Source: an optimization exercise on an open RTL-to-GDS flow (aim: small area and a short achievable clock period). Production flows keep margins and buffers that such runs may drop.
Function was checked by simulation only, so behaviour that the tests miss may differ from the original.
Power and IR drop assume default switching activity.

==> 04-17 <==
==> flow/design.v <==
`default_nettype none
package mem_subsystem_pkg;
	typedef logic [16-1:0]   addr_t;     
	typedef logic [16-1:0]   data_t;
	typedef logic [5-1:0] sb_idx_t;   
	typedef struct packed {
		logic    is_store;    
		addr_t   base;
		addr_t   offset;
		data_t   src_data;    
		sb_idx_t sb_index;    
	} ls_issue_t;
	typedef struct packed {
		sb_idx_t index;
		addr_t   addr;
		data_t   data;
	} sb_fill_t;
	typedef struct packed {
		logic  match;
		data_t data;
	} sb_search_t;
	typedef struct packed {
		logic  read;
		logic  write;
		addr_t addr;
		data_t data;
	} mem_req_t;
endpackage
`default_nettype wire
`default_nettype none
`timescale 1ns/1ps
module load_store_unit (
	input  wire issue_valid,
	input  wire mem_subsystem_pkg::ls_issue_t issue,
	output logic is_load,
	output logic is_store,
	output mem_subsystem_pkg::addr_t eff_addr,
	output mem_subsystem_pkg::addr_t ab_xor,
	output mem_subsystem_pkg::addr_t ab_and,
	output mem_subsystem_pkg::addr_t ab_or
);
	assign is_load = issue_valid & ~issue.is_store;
	assign is_store = issue_valid & issue.is_store;
	assign eff_addr = issue.base + issue.offset;
	assign ab_xor = issue.base ^ issue.offset;
	assign ab_and = issue.base & issue.offset;
	assign ab_or = issue.base | issue.offset;
endmodule
`default_nettype wire
`default_nettype none
`timescale 1ns/1ps
module store_buffer (
	input  wire clk,
	input  wire rst_n,
	input  wire reserve,
	output mem_subsystem_pkg::sb_idx_t reserve_index,
	output logic sb_full,
	output logic sb_empty,
	input  wire fill_valid,
	input  wire mem_subsystem_pkg::sb_idx_t fill_index,
	input  wire mem_subsystem_pkg::addr_t fill_addr,
	input  wire mem_subsystem_pkg::data_t fill_data,
	input  wire mem_subsystem_pkg::addr_t ab_xor,
	input  wire mem_subsystem_pkg::addr_t ab_and,
	input  wire mem_subsystem_pkg::addr_t ab_or,
	output logic fwd_hit,
	output logic [32-1:0] fwd_pick,      
	input  wire [32-1:0] fwd_pick_q,
	output mem_subsystem_pkg::data_t fwd_data,
	input  wire retire_valid,
	input  wire mem_subsystem_pkg::sb_idx_t retire_index,
	input  wire flush,
	input  wire load_issue,                     
	output logic drain,
	output mem_subsystem_pkg::addr_t drain_addr,
	output mem_subsystem_pkg::data_t drain_data
);
	localparam int N = 32;
	logic [N-1:0] valid_q;       
	logic [N-1:0] filled_q;      
	logic [N-1:0] committed_q;   
	mem_subsystem_pkg::addr_t addr_q [N];
	mem_subsystem_pkg::data_t data_q [N];
	mem_subsystem_pkg::sb_idx_t head_q;     
	mem_subsystem_pkg::sb_idx_t tail_q;     
	mem_subsystem_pkg::sb_idx_t commit_q;   
	logic full_q;                           
	logic empty_q;                          
	logic [N-1:0] valid_n, filled_n, committed_n;
	mem_subsystem_pkg::sb_idx_t head_n, tail_n, commit_n;
	logic head_ready;
	assign reserve_index = tail_q;
	assign sb_full = full_q;
	assign sb_empty = empty_q;
	assign head_ready = valid_q[head_q] & filled_q[head_q] & committed_q[head_q];
	assign drain = head_ready & ~load_issue;
	assign drain_addr = addr_q[head_q];
	assign drain_data = data_q[head_q];
	always_comb begin
		valid_n = valid_q;
		filled_n = filled_q;
		committed_n = committed_q;
		head_n = head_q;
		tail_n = tail_q;
		commit_n = retire_valid ? retire_index + 1'b1 : commit_q;
		if (reserve && !flush) begin
			valid_n[tail_q] = 1'b1;
			filled_n[tail_q] = 1'b0;
			committed_n[tail_q] = 1'b0;
			tail_n = tail_q + 1'b1;
		end
		if (fill_valid) begin
			filled_n[fill_index] = 1'b1;
		end
		if (retire_valid) begin
			committed_n[retire_index] = 1'b1;
		end
		if (drain) begin
			valid_n[head_q] = 1'b0;
			filled_n[head_q] = 1'b0;
			committed_n[head_q] = 1'b0;
			head_n = head_q + 1'b1;
		end
		if (flush) begin
			for (int i = 0; i < N; i++) begin
				if (!committed_q[i] && !(retire_valid && retire_index == mem_subsystem_pkg::sb_idx_t'(i))) begin
					valid_n[i] = 1'b0;
				end
			end
			tail_n = commit_n;
		end
		if (!rst_n) begin
			valid_n = '0;
			filled_n = '0;
			committed_n = '0;
			head_n = '0;
			tail_n = '0;
			commit_n = '0;
		end
	end
	always_ff @(posedge clk) begin
		valid_q <= valid_n;
		filled_q <= filled_n;
		committed_q <= committed_n;
		head_q <= head_n;
		tail_q <= tail_n;
		commit_q <= commit_n;
		full_q <= valid_n[tail_n];
		empty_q <= ~valid_n[head_n];
	end
	always_ff @(posedge clk) begin
		if (fill_valid) begin
			addr_q[fill_index] <= fill_addr;
			data_q[fill_index] <= fill_data;
		end
	end
	logic [N-1:0] match;
	logic [N-1:0][16-1:0] slot_data;
	for (genvar i = 0; i < N; i++) begin : g_match
		sb_match u_match (
			.key(addr_q[i]), .live(valid_q[i] & filled_q[i]),
			.ab_xor(ab_xor), .ab_and(ab_and), .ab_or(ab_or),
			.match(match[i])
		);
		assign slot_data[i] = data_q[i];
	end
	sb_newest u_newest (.match(match), .head(head_q), .pick(fwd_pick), .hit(fwd_hit));
	sb_fwd_mux u_fwd_mux (.pick(fwd_pick_q), .slot_data(slot_data), .data(fwd_data));
endmodule
`default_nettype wire
`default_nettype none
module sb_match (
	input  wire mem_subsystem_pkg::addr_t key,
	input  wire live,
	input  wire mem_subsystem_pkg::addr_t ab_xor,
	input  wire mem_subsystem_pkg::addr_t ab_and,
	input  wire mem_subsystem_pkg::addr_t ab_or,
	output logic match
);
	mem_subsystem_pkg::addr_t cin;
	always_comb begin
		cin[0] = 1'b0;
		for (int b = 1; b < 16; b++) begin
			cin[b] = key[b-1] ? ab_and[b-1] : ab_or[b-1];
		end
		match = live & ~|(ab_xor ^ key ^ cin);
	end
endmodule
module sb_newest (
	input  wire [32-1:0] match,
	input  wire mem_subsystem_pkg::sb_idx_t head,
	output logic [32-1:0] pick,
	output logic hit
);
	localparam int N = 32;
	logic [N-1:0] below;
	logic [N-1:0] match_below;
	logic [N:0] any_above;         
	logic [N:0] any_below_above;   
	always_comb begin
		for (int i = 0; i < N; i++) begin
			below[i] = mem_subsystem_pkg::sb_idx_t'(i) < head;
		end
		match_below = match & below;
		any_above = suffix_or({1'b0, match});
		any_below_above = suffix_or({1'b0, match_below});
		for (int i = 0; i < N; i++) begin
			pick[i] = match[i] & ~(below[i] ? any_below_above[i+1]
				: (any_above[i+1] | any_below_above[0]));
		end
		hit = |match;
	end
	function automatic logic [N:0] suffix_or(input logic [N:0] v);
		logic [N:0] r;
		r = v;
		for (int d = 1; d <= N; d = d * 2) begin
			r = r | (r >> d);
		end
		suffix_or = r;
	endfunction
endmodule
module sb_fwd_mux (
	input  wire [32-1:0] pick,
	input  wire [32-1:0][16-1:0] slot_data,
	output mem_subsystem_pkg::data_t data
);
	always_comb begin
		data = '0;
		for (int i = 0; i < 32; i++) begin
			data = data | (slot_data[i] & {16{pick[i]}});
		end
	end
endmodule
`default_nettype wire
`default_nettype none
`timescale 1ns/1ps
module data_memory (
	input  wire clk,
	input  wire [8-1:0] read_addr,
	input  wire read_mask,                         
	output mem_subsystem_pkg::data_t read_data,    
	input  wire write_en,
	input  wire [8-1:0] write_addr,
	input  wire mem_subsystem_pkg::data_t write_data
);
	localparam int MEM_WORDS = 1 << 8;
	logic [MEM_WORDS-1:0][16-1:0] mem_q;
	logic wr_pend_q;
	logic [8-1:0] wr_addr_q;
	mem_subsystem_pkg::data_t wr_data_q;
	always_ff @(posedge clk) begin
		wr_pend_q <= write_en;
		wr_addr_q <= write_addr;
		if (write_en) begin
			wr_data_q <= write_data;   
		end
	end
	always_ff @(posedge clk) begin
		for (int w = 0; w < MEM_WORDS; w++) begin
			if (wr_pend_q && wr_addr_q == 8'(w)) begin
				mem_q[w] <= wr_data_q;
			end
		end
	end
	logic [3:0][16-1:0] quarter_data;
	logic bypass;
	for (genvar q = 0; q < 4; q++) begin : g_quarter
		mem_read_mux u_read_mux (
			.words(mem_q[q*64 +: 64]), .addr(read_addr[5:0]), .data(quarter_data[q])
		);
	end
	assign bypass = wr_pend_q && wr_addr_q == read_addr;
	logic [3:0][16-1:0] quarter_data_q;
	logic [3:0] quarter_sel_q;
	logic bypass_q;
	always_ff @(posedge clk) begin
		quarter_data_q <= quarter_data;
		quarter_sel_q <= (read_mask || bypass) ? 4'b0 : 4'(1) << read_addr[7:6];
		bypass_q <= bypass && !read_mask;
	end
	always_comb begin
		read_data = wr_data_q & {16{bypass_q}};
		for (int q = 0; q < 4; q++) begin
			read_data = read_data | (quarter_data_q[q] & {16{quarter_sel_q[q]}});
		end
	end
endmodule
`default_nettype none
module mem_read_mux (
	input  wire [63:0][16-1:0] words,
	input  wire [5:0] addr,
	output mem_subsystem_pkg::data_t data
);
	logic [7:0] hi, lo;
	logic [7:0][16-1:0] grp;
	assign hi = 8'(1) << addr[5:3];
	assign lo = 8'(1) << addr[2:0];
	always_comb begin
		for (int g = 0; g < 8; g++) begin
			grp[g] = '0;
			for (int j = 0; j < 8; j++) begin
				grp[g] = grp[g] | (words[g*8+j] & {16{lo[j]}});
			end
		end
		data = '0;
		for (int g = 0; g < 8; g++) begin
			data = data | (grp[g] & {16{hi[g]}});
		end
	end
endmodule
`default_nettype wire
`default_nettype none
`default_nettype wire
`default_nettype none
`timescale 1ns/1ps
module mem_subsystem (
	input  wire clk,
	input  wire rst_n,
	input  wire reserve,
	output wire mem_subsystem_pkg::sb_idx_t reserve_index,
	output wire sb_full,
	output wire sb_empty,
	input  wire issue_valid,
	input  wire mem_subsystem_pkg::ls_issue_t issue,
	input  wire retire_valid,
	input  wire mem_subsystem_pkg::sb_idx_t retire_index,
	input  wire flush,
	output wire load_done,
	output wire mem_subsystem_pkg::data_t load_data
);
	logic is_load, is_store;
	mem_subsystem_pkg::addr_t eff_addr, ab_xor, ab_and, ab_or;
	logic fwd_hit;
	logic [32-1:0] fwd_pick;
	logic [32-1:0] fwd_pick_q;
	mem_subsystem_pkg::data_t fwd_data;
	logic drain;
	mem_subsystem_pkg::addr_t drain_addr;
	mem_subsystem_pkg::data_t drain_data;
	mem_subsystem_pkg::data_t mem_rdata;
	load_store_unit u_lsu (
		.issue_valid(issue_valid), .issue(issue),
		.is_load(is_load), .is_store(is_store), .eff_addr(eff_addr),
		.ab_xor(ab_xor), .ab_and(ab_and), .ab_or(ab_or)
	);
	store_buffer u_sb (
		.clk(clk), .rst_n(rst_n),
		.reserve(reserve), .reserve_index(reserve_index),
		.sb_full(sb_full), .sb_empty(sb_empty),
		.fill_valid(is_store), .fill_index(issue.sb_index),
		.fill_addr(eff_addr), .fill_data(issue.src_data),
		.ab_xor(ab_xor), .ab_and(ab_and), .ab_or(ab_or),
		.fwd_hit(fwd_hit), .fwd_pick(fwd_pick),
		.fwd_pick_q(fwd_pick_q), .fwd_data(fwd_data),
		.retire_valid(retire_valid), .retire_index(retire_index), .flush(flush),
		.load_issue(is_load), .drain(drain),
		.drain_addr(drain_addr), .drain_data(drain_data)
	);
	data_memory u_dmem (
		.clk(clk),
		.read_addr(eff_addr[8-1:0]), .read_mask(fwd_hit),
		.read_data(mem_rdata),
		.write_en(drain), .write_addr(drain_addr[8-1:0]),
		.write_data(drain_data)
	);
	logic load_q;
	always_ff @(posedge clk) begin
		if (!rst_n) begin
			load_q <= 1'b0;
		end else begin
			load_q <= is_load;
		end
	end
	always_ff @(posedge clk) begin
		fwd_pick_q <= fwd_pick;
	end
	assign load_done = load_q;
	assign load_data = fwd_data | mem_rdata;
endmodule
`default_nettype wire
==> flow/run.sh <==
#!/bin/bash
# synth_recipe.tcl (not shown) runs the flow's synth.tcl, then flattens the netlist and writes it again
# the make line also repeats each setting of config.mk as NAME=value (left out here)
make -C /OpenROAD-flow-scripts/flow DESIGN_CONFIG=/design/flow/config.mk WORK_HOME=/design/flow/orfs CLKGATE_MAP_FILE= SYNTH_SCRIPT=/design/flow/synth_recipe.tcl finish
==> flow/config.mk <==
export PLATFORM = sky130hd
export DESIGN_NAME = mem_subsystem
export DESIGN_NICKNAME = mem_subsystem
export VERILOG_FILES = /design/flow/design.v
export SDC_FILE = /design/flow/constraint.sdc
export NUM_CORES = 4
export LEC_CHECK = 0
export CAP_MARGIN = 20
export CORE_MARGIN = 2
export CORE_UTILIZATION = 45
export CTS_CLUSTER_DIAMETER = 100
export CTS_CLUSTER_SIZE = 20
export SETUP_SLACK_MARGIN = 4.0
export SLEW_MARGIN = 20
export SYNTH_MEMORY_MAX_BITS = 8192
export TNS_END_PERCENT = 30
==> flow/constraint.sdc <==
create_clock -name core_clock -period 9.0 [get_ports {clk}]
set_input_delay 1.8000 -clock core_clock [delete_from_list [all_inputs] [get_ports {clk}]]
set_output_delay 1.8000 -clock core_clock [all_outputs]
set_load 0.01 [all_outputs]
==> 03-27: changes against 04-17 <==
--- a/flow/design.v
+++ b/flow/design.v
@@ -65,6 +65,4 @@
 	input  wire mem_subsystem_pkg::addr_t ab_or,
 	output logic fwd_hit,
-	output logic [32-1:0] fwd_pick,      
-	input  wire [32-1:0] fwd_pick_q,
 	output mem_subsystem_pkg::data_t fwd_data,
 	input  wire retire_valid,
@@ -156,77 +154,34 @@
 	end
 	logic [N-1:0] match;
-	logic [N-1:0][16-1:0] slot_data;
-	for (genvar i = 0; i < N; i++) begin : g_match
-		sb_match u_match (
-			.key(addr_q[i]), .live(valid_q[i] & filled_q[i]),
-			.ab_xor(ab_xor), .ab_and(ab_and), .ab_or(ab_or),
-			.match(match[i])
-		);
-		assign slot_data[i] = data_q[i];
-	end
-	sb_newest u_newest (.match(match), .head(head_q), .pick(fwd_pick), .hit(fwd_hit));
-	sb_fwd_mux u_fwd_mux (.pick(fwd_pick_q), .slot_data(slot_data), .data(fwd_data));
-endmodule
-`default_nettype wire
-`default_nettype none
-module sb_match (
-	input  wire mem_subsystem_pkg::addr_t key,
-	input  wire live,
-	input  wire mem_subsystem_pkg::addr_t ab_xor,
-	input  wire mem_subsystem_pkg::addr_t ab_and,
-	input  wire mem_subsystem_pkg::addr_t ab_or,
-	output logic match
-);
-	mem_subsystem_pkg::addr_t cin;
 	always_comb begin
-		cin[0] = 1'b0;
-		for (int b = 1; b < 16; b++) begin
-			cin[b] = key[b-1] ? ab_and[b-1] : ab_or[b-1];
+		for (int i = 0; i < N; i++) begin
+			logic [16-1:0] k, cin;
+			k = addr_q[i];
+			cin[0] = 1'b0;
+			for (int b = 1; b < 16; b++) begin
+				cin[b] = k[b-1] ? ab_and[b-1] : ab_or[b-1];
+			end
+			match[i] = valid_q[i] & filled_q[i] & ~|(ab_xor ^ k ^ cin);
 		end
-		match = live & ~|(ab_xor ^ key ^ cin);
 	end
-endmodule
-module sb_newest (
-	input  wire [32-1:0] match,
-	input  wire mem_subsystem_pkg::sb_idx_t head,
-	output logic [32-1:0] pick,
-	output logic hit
-);
-	localparam int N = 32;
-	logic [N-1:0] below;
-	logic [N-1:0] match_below;
-	logic [N:0] any_above;         
-	logic [N:0] any_below_above;   
+	logic [2*N-1:0] ranked;
+	logic [2*N-1:0] newer;    
+	logic [N-1:0] pick;
 	always_comb begin
 		for (int i = 0; i < N; i++) begin
-			below[i] = mem_subsystem_pkg::sb_idx_t'(i) < head;
+			ranked[i + N] = match[i] & (mem_subsystem_pkg::sb_idx_t'(i) < head_q);
+			ranked[i] = match[i] & ~(mem_subsystem_pkg::sb_idx_t'(i) < head_q);
 		end
-		match_below = match & below;
-		any_above = suffix_or({1'b0, match});
-		any_below_above = suffix_or({1'b0, match_below});
-		for (int i = 0; i < N; i++) begin
-			pick[i] = match[i] & ~(below[i] ? any_below_above[i+1]
-				: (any_above[i+1] | any_below_above[0]));
+		newer[2*N-1] = 1'b0;
+		for (int p = 2*N-2; p >= 0; p--) begin
+			newer[p] = newer[p+1] | ranked[p+1];
 		end
-		hit = |match;
-	end
-	function automatic logic [N:0] suffix_or(input logic [N:0] v);
-		logic [N:0] r;
-		r = v;
-		for (int d = 1; d <= N; d = d * 2) begin
-			r = r | (r >> d);
+		for (int i = 0; i < N; i++) begin
+			pick[i] = (ranked[i + N] & ~newer[i + N]) | (ranked[i] & ~newer[i]);
 		end
-		suffix_or = r;
-	endfunction
-endmodule
-module sb_fwd_mux (
-	input  wire [32-1:0] pick,
-	input  wire [32-1:0][16-1:0] slot_data,
-	output mem_subsystem_pkg::data_t data
-);
-	always_comb begin
-		data = '0;
-		for (int i = 0; i < 32; i++) begin
-			data = data | (slot_data[i] & {16{pick[i]}});
+		fwd_hit = |match;
+		fwd_data = '0;
+		for (int i = 0; i < N; i++) begin
+			fwd_data = fwd_data | (data_q[i] & {16{pick[i]}});
 		end
 	end
@@ -238,6 +193,5 @@
 	input  wire clk,
 	input  wire [8-1:0] read_addr,
-	input  wire read_mask,                         
-	output mem_subsystem_pkg::data_t read_data,    
+	output mem_subsystem_pkg::data_t read_data,
 	input  wire write_en,
 	input  wire [8-1:0] write_addr,
@@ -246,64 +200,15 @@
 	localparam int MEM_WORDS = 1 << 8;
 	logic [MEM_WORDS-1:0][16-1:0] mem_q;
-	logic wr_pend_q;
-	logic [8-1:0] wr_addr_q;
-	mem_subsystem_pkg::data_t wr_data_q;
-	always_ff @(posedge clk) begin
-		wr_pend_q <= write_en;
-		wr_addr_q <= write_addr;
-		if (write_en) begin
-			wr_data_q <= write_data;   
-		end
-	end
 	always_ff @(posedge clk) begin
 		for (int w = 0; w < MEM_WORDS; w++) begin
-			if (wr_pend_q && wr_addr_q == 8'(w)) begin
-				mem_q[w] <= wr_data_q;
+			if (write_en && write_addr == 8'(w)) begin
+				mem_q[w] <= write_data;
 			end
 		end
 	end
-	logic [3:0][16-1:0] quarter_data;
-	logic bypass;
-	for (genvar q = 0; q < 4; q++) begin : g_quarter
-		mem_read_mux u_read_mux (
-			.words(mem_q[q*64 +: 64]), .addr(read_addr[5:0]), .data(quarter_data[q])
-		);
-	end
-	assign bypass = wr_pend_q && wr_addr_q == read_addr;
-	logic [3:0][16-1:0] quarter_data_q;
-	logic [3:0] quarter_sel_q;
-	logic bypass_q;
-	always_ff @(posedge clk) begin
-		quarter_data_q <= quarter_data;
-		quarter_sel_q <= (read_mask || bypass) ? 4'b0 : 4'(1) << read_addr[7:6];
-		bypass_q <= bypass && !read_mask;
-	end
 	always_comb begin
-		read_data = wr_data_q & {16{bypass_q}};
-		for (int q = 0; q < 4; q++) begin
-			read_data = read_data | (quarter_data_q[q] & {16{quarter_sel_q[q]}});
-		end
-	end
-endmodule
-`default_nettype none
-module mem_read_mux (
-	input  wire [63:0][16-1:0] words,
-	input  wire [5:0] addr,
-	output mem_subsystem_pkg::data_t data
-);
-	logic [7:0] hi, lo;
-	logic [7:0][16-1:0] grp;
-	assign hi = 8'(1) << addr[5:3];
-	assign lo = 8'(1) << addr[2:0];
-	always_comb begin
-		for (int g = 0; g < 8; g++) begin
-			grp[g] = '0;
-			for (int j = 0; j < 8; j++) begin
-				grp[g] = grp[g] | (words[g*8+j] & {16{lo[j]}});
-			end
-		end
-		data = '0;
-		for (int g = 0; g < 8; g++) begin
-			data = data | (grp[g] & {16{hi[g]}});
+		read_data = '0;
+		for (int w = 0; w < MEM_WORDS; w++) begin
+			read_data = read_data | (mem_q[w] & {16{read_addr == 8'(w)}});
 		end
 	end
@@ -311,6 +216,4 @@
 `default_nettype wire
 `default_nettype none
-`default_nettype wire
-`default_nettype none
 `timescale 1ns/1ps
 module mem_subsystem (
@@ -332,6 +235,4 @@
 	mem_subsystem_pkg::addr_t eff_addr, ab_xor, ab_and, ab_or;
 	logic fwd_hit;
-	logic [32-1:0] fwd_pick;
-	logic [32-1:0] fwd_pick_q;
 	mem_subsystem_pkg::data_t fwd_data;
 	logic drain;
@@ -351,6 +252,5 @@
 		.fill_addr(eff_addr), .fill_data(issue.src_data),
 		.ab_xor(ab_xor), .ab_and(ab_and), .ab_or(ab_or),
-		.fwd_hit(fwd_hit), .fwd_pick(fwd_pick),
-		.fwd_pick_q(fwd_pick_q), .fwd_data(fwd_data),
+		.fwd_hit(fwd_hit), .fwd_data(fwd_data),
 		.retire_valid(retire_valid), .retire_index(retire_index), .flush(flush),
 		.load_issue(is_load), .drain(drain),
@@ -359,10 +259,10 @@
 	data_memory u_dmem (
 		.clk(clk),
-		.read_addr(eff_addr[8-1:0]), .read_mask(fwd_hit),
-		.read_data(mem_rdata),
+		.read_addr(eff_addr[8-1:0]), .read_data(mem_rdata),
 		.write_en(drain), .write_addr(drain_addr[8-1:0]),
 		.write_data(drain_data)
 	);
 	logic load_q;
+	mem_subsystem_pkg::data_t load_data_q;
 	always_ff @(posedge clk) begin
 		if (!rst_n) begin
@@ -373,8 +273,8 @@
 	end
 	always_ff @(posedge clk) begin
-		fwd_pick_q <= fwd_pick;
+		load_data_q <= fwd_hit ? fwd_data : mem_rdata;   
 	end
 	assign load_done = load_q;
-	assign load_data = fwd_data | mem_rdata;
+	assign load_data = load_data_q;
 endmodule
 `default_nettype wire
--- a/flow/config.mk
+++ b/flow/config.mk
@@ -8,9 +8,5 @@
 export CAP_MARGIN = 20
 export CORE_MARGIN = 2
-export CORE_UTILIZATION = 45
-export CTS_CLUSTER_DIAMETER = 100
-export CTS_CLUSTER_SIZE = 20
-export SETUP_SLACK_MARGIN = 4.0
+export CORE_UTILIZATION = 55
 export SLEW_MARGIN = 20
 export SYNTH_MEMORY_MAX_BITS = 8192
-export TNS_END_PERCENT = 30
==> 01-13: changes against 04-17 <==
==> flow/flow/run.sh (new file) <==
#!/bin/bash
# The standard layout, with two changes to how the resizer works: it may
# swap a cell for one of another footprint (MATCH_CELL_FOOTPRINT=0), and the
# port buffers are plain buffers (buf_4) instead of the delay cells it picks
# on its own. Everything else, including synthesis, is standard.sh's.
set -euo pipefail
bash standard.sh MATCH_CELL_FOOTPRINT=0 \
	"BUFFER_PORTS_ARGS=-buffer_cell sky130_fd_sc_hd__buf_4" \
	finish > standard.log 2>&1
==> flow/standard.sh (new file) <==
#!/bin/bash
# synth_recipe.tcl (not shown) runs the flow's synth.tcl, then flattens the netlist and writes it again
# the make line also repeats each setting of config.mk as NAME=value (left out here)
make -C /OpenROAD-flow-scripts/flow DESIGN_CONFIG=/design/flow/config.mk WORK_HOME=/design/flow/orfs CLKGATE_MAP_FILE= SYNTH_SCRIPT=/design/flow/synth_recipe.tcl "${@:-finish}"
--- a/flow/config.mk
+++ b/flow/config.mk
@@ -8,5 +8,5 @@
 export CAP_MARGIN = 20
 export CORE_MARGIN = 2
-export CORE_UTILIZATION = 45
+export CORE_UTILIZATION = 52
 export CTS_CLUSTER_DIAMETER = 100
 export CTS_CLUSTER_SIZE = 20
removed: flow/run.sh
==> run summary <==
04-17 finished clean. 01-13 finished clean. 03-27 failed in global routing (5_1_grt) with GRT-0116.
Between 04-17 and 01-13, the lower fmax is in 04-17 (gap 0.58%, measured against 01-13).
Against 04-17, the clock skew of 01-13 is higher by 0.025 ns.
In 01-13 the non-clock buffer count is lower than in 04-17, by 80.
Against 04-17, the combinational power of 01-13 is smaller by about 3%.
Critical path depth is the same in 01-13 and 04-17.
Of 04-17 and 01-13, 04-17 has the higher power (gap about 0.56%, measured against 01-13).
Against 01-13, the sequential share of layout area of 04-17 is lower by 1.1 points.
Synthesized area is the same in 04-17 and 01-13.
Of 01-13 and 04-17, 01-13 has the higher first-iteration DRC count (gap about 2%, measured against 04-17).
==> figures <==
quantity                                                                 03-27                    01-13                    04-17
Outcome                                                         did not finish           finished clean           finished clean
Stage where the flow stopped                          global routing (5_1_grt)                        -                        -
Total number of sequential cells                                             -                    5,360                    5,360
Count of maximum capacitance violations                                      -                        0                        0
Cell area after layout                                                       -             238,000 um^2             242,000 um^2
Number of enable flip-flop cells after synthesis                         5,120                    5,136                    5,136
Synth Area in Simple Gates                                              0.0945                   0.0507                   0.0507
Sum of internal, switching and leakage power                                 -                  49.0 mW                  49.3 mW
Met3 Wirelength                                                              -                  90.0 mm                  92.0 mm
Max incr delay on CP                                                         -                  0.58 ns                  0.61 ns
Crit Reg-Reg Startpoint                                                      -           u_sb.head_q[2]           u_sb.head_q[4]
Post-synthesis xor/xnor area fraction                                   0.0302                   0.0354                   0.0354
Source of the critical timing path                                           -                issue[21]                issue[38]
Fraction of the yosys area taken by sequential cells                     0.706                    0.733                    0.733
Cell area after placement                                         244,000 um^2             227,000 um^2             228,000 um^2
Arrival time at the worst endpoint                                           -                  6.14 ns                  6.07 ns
Max stage delay cell, worst path                                             -  sky130_fd_sc_hd__nor3_4  sky130_fd_sc_hd__nor4_2
Relative max-transition margin                                               -                    0.175                    0.153
Highest clock frequency the design can meet                                  -                0.192 GHz                0.191 GHz
Switching portion of total power                                             -                    0.271                    0.272

[re-timing with driven ports]
No port has a modelled driver above. Below, the same layouts with a new extraction and two added sets of constraints.
Step 1 assumes that a clkbuf_16 drives the clock port and a buf_2 every other input.
Step 2, shift: input delay + t, output delay - t, t = (earliest + latest rising clock arrival at the registers) / 2. This alone moves slack from input paths to output paths.
a / b / c = ideal ports / drivers / drivers and shift; a / b = the first two.
run | t, ns | setup slack, ns | clock arrival spread, ns
04-17 | 1.114 | 3.771 / 3.684 / 2.734 | 0.058 / 0.058
01-13 | 1.095 | 3.801 / 3.695 / 2.792 | 0.078 / 0.078
After both steps setup and hold are still met in every run listed. For 04-17, which loses most, drivers alone change the setup slack by -0.087 ns; drivers and shift together by -1.037 ns.
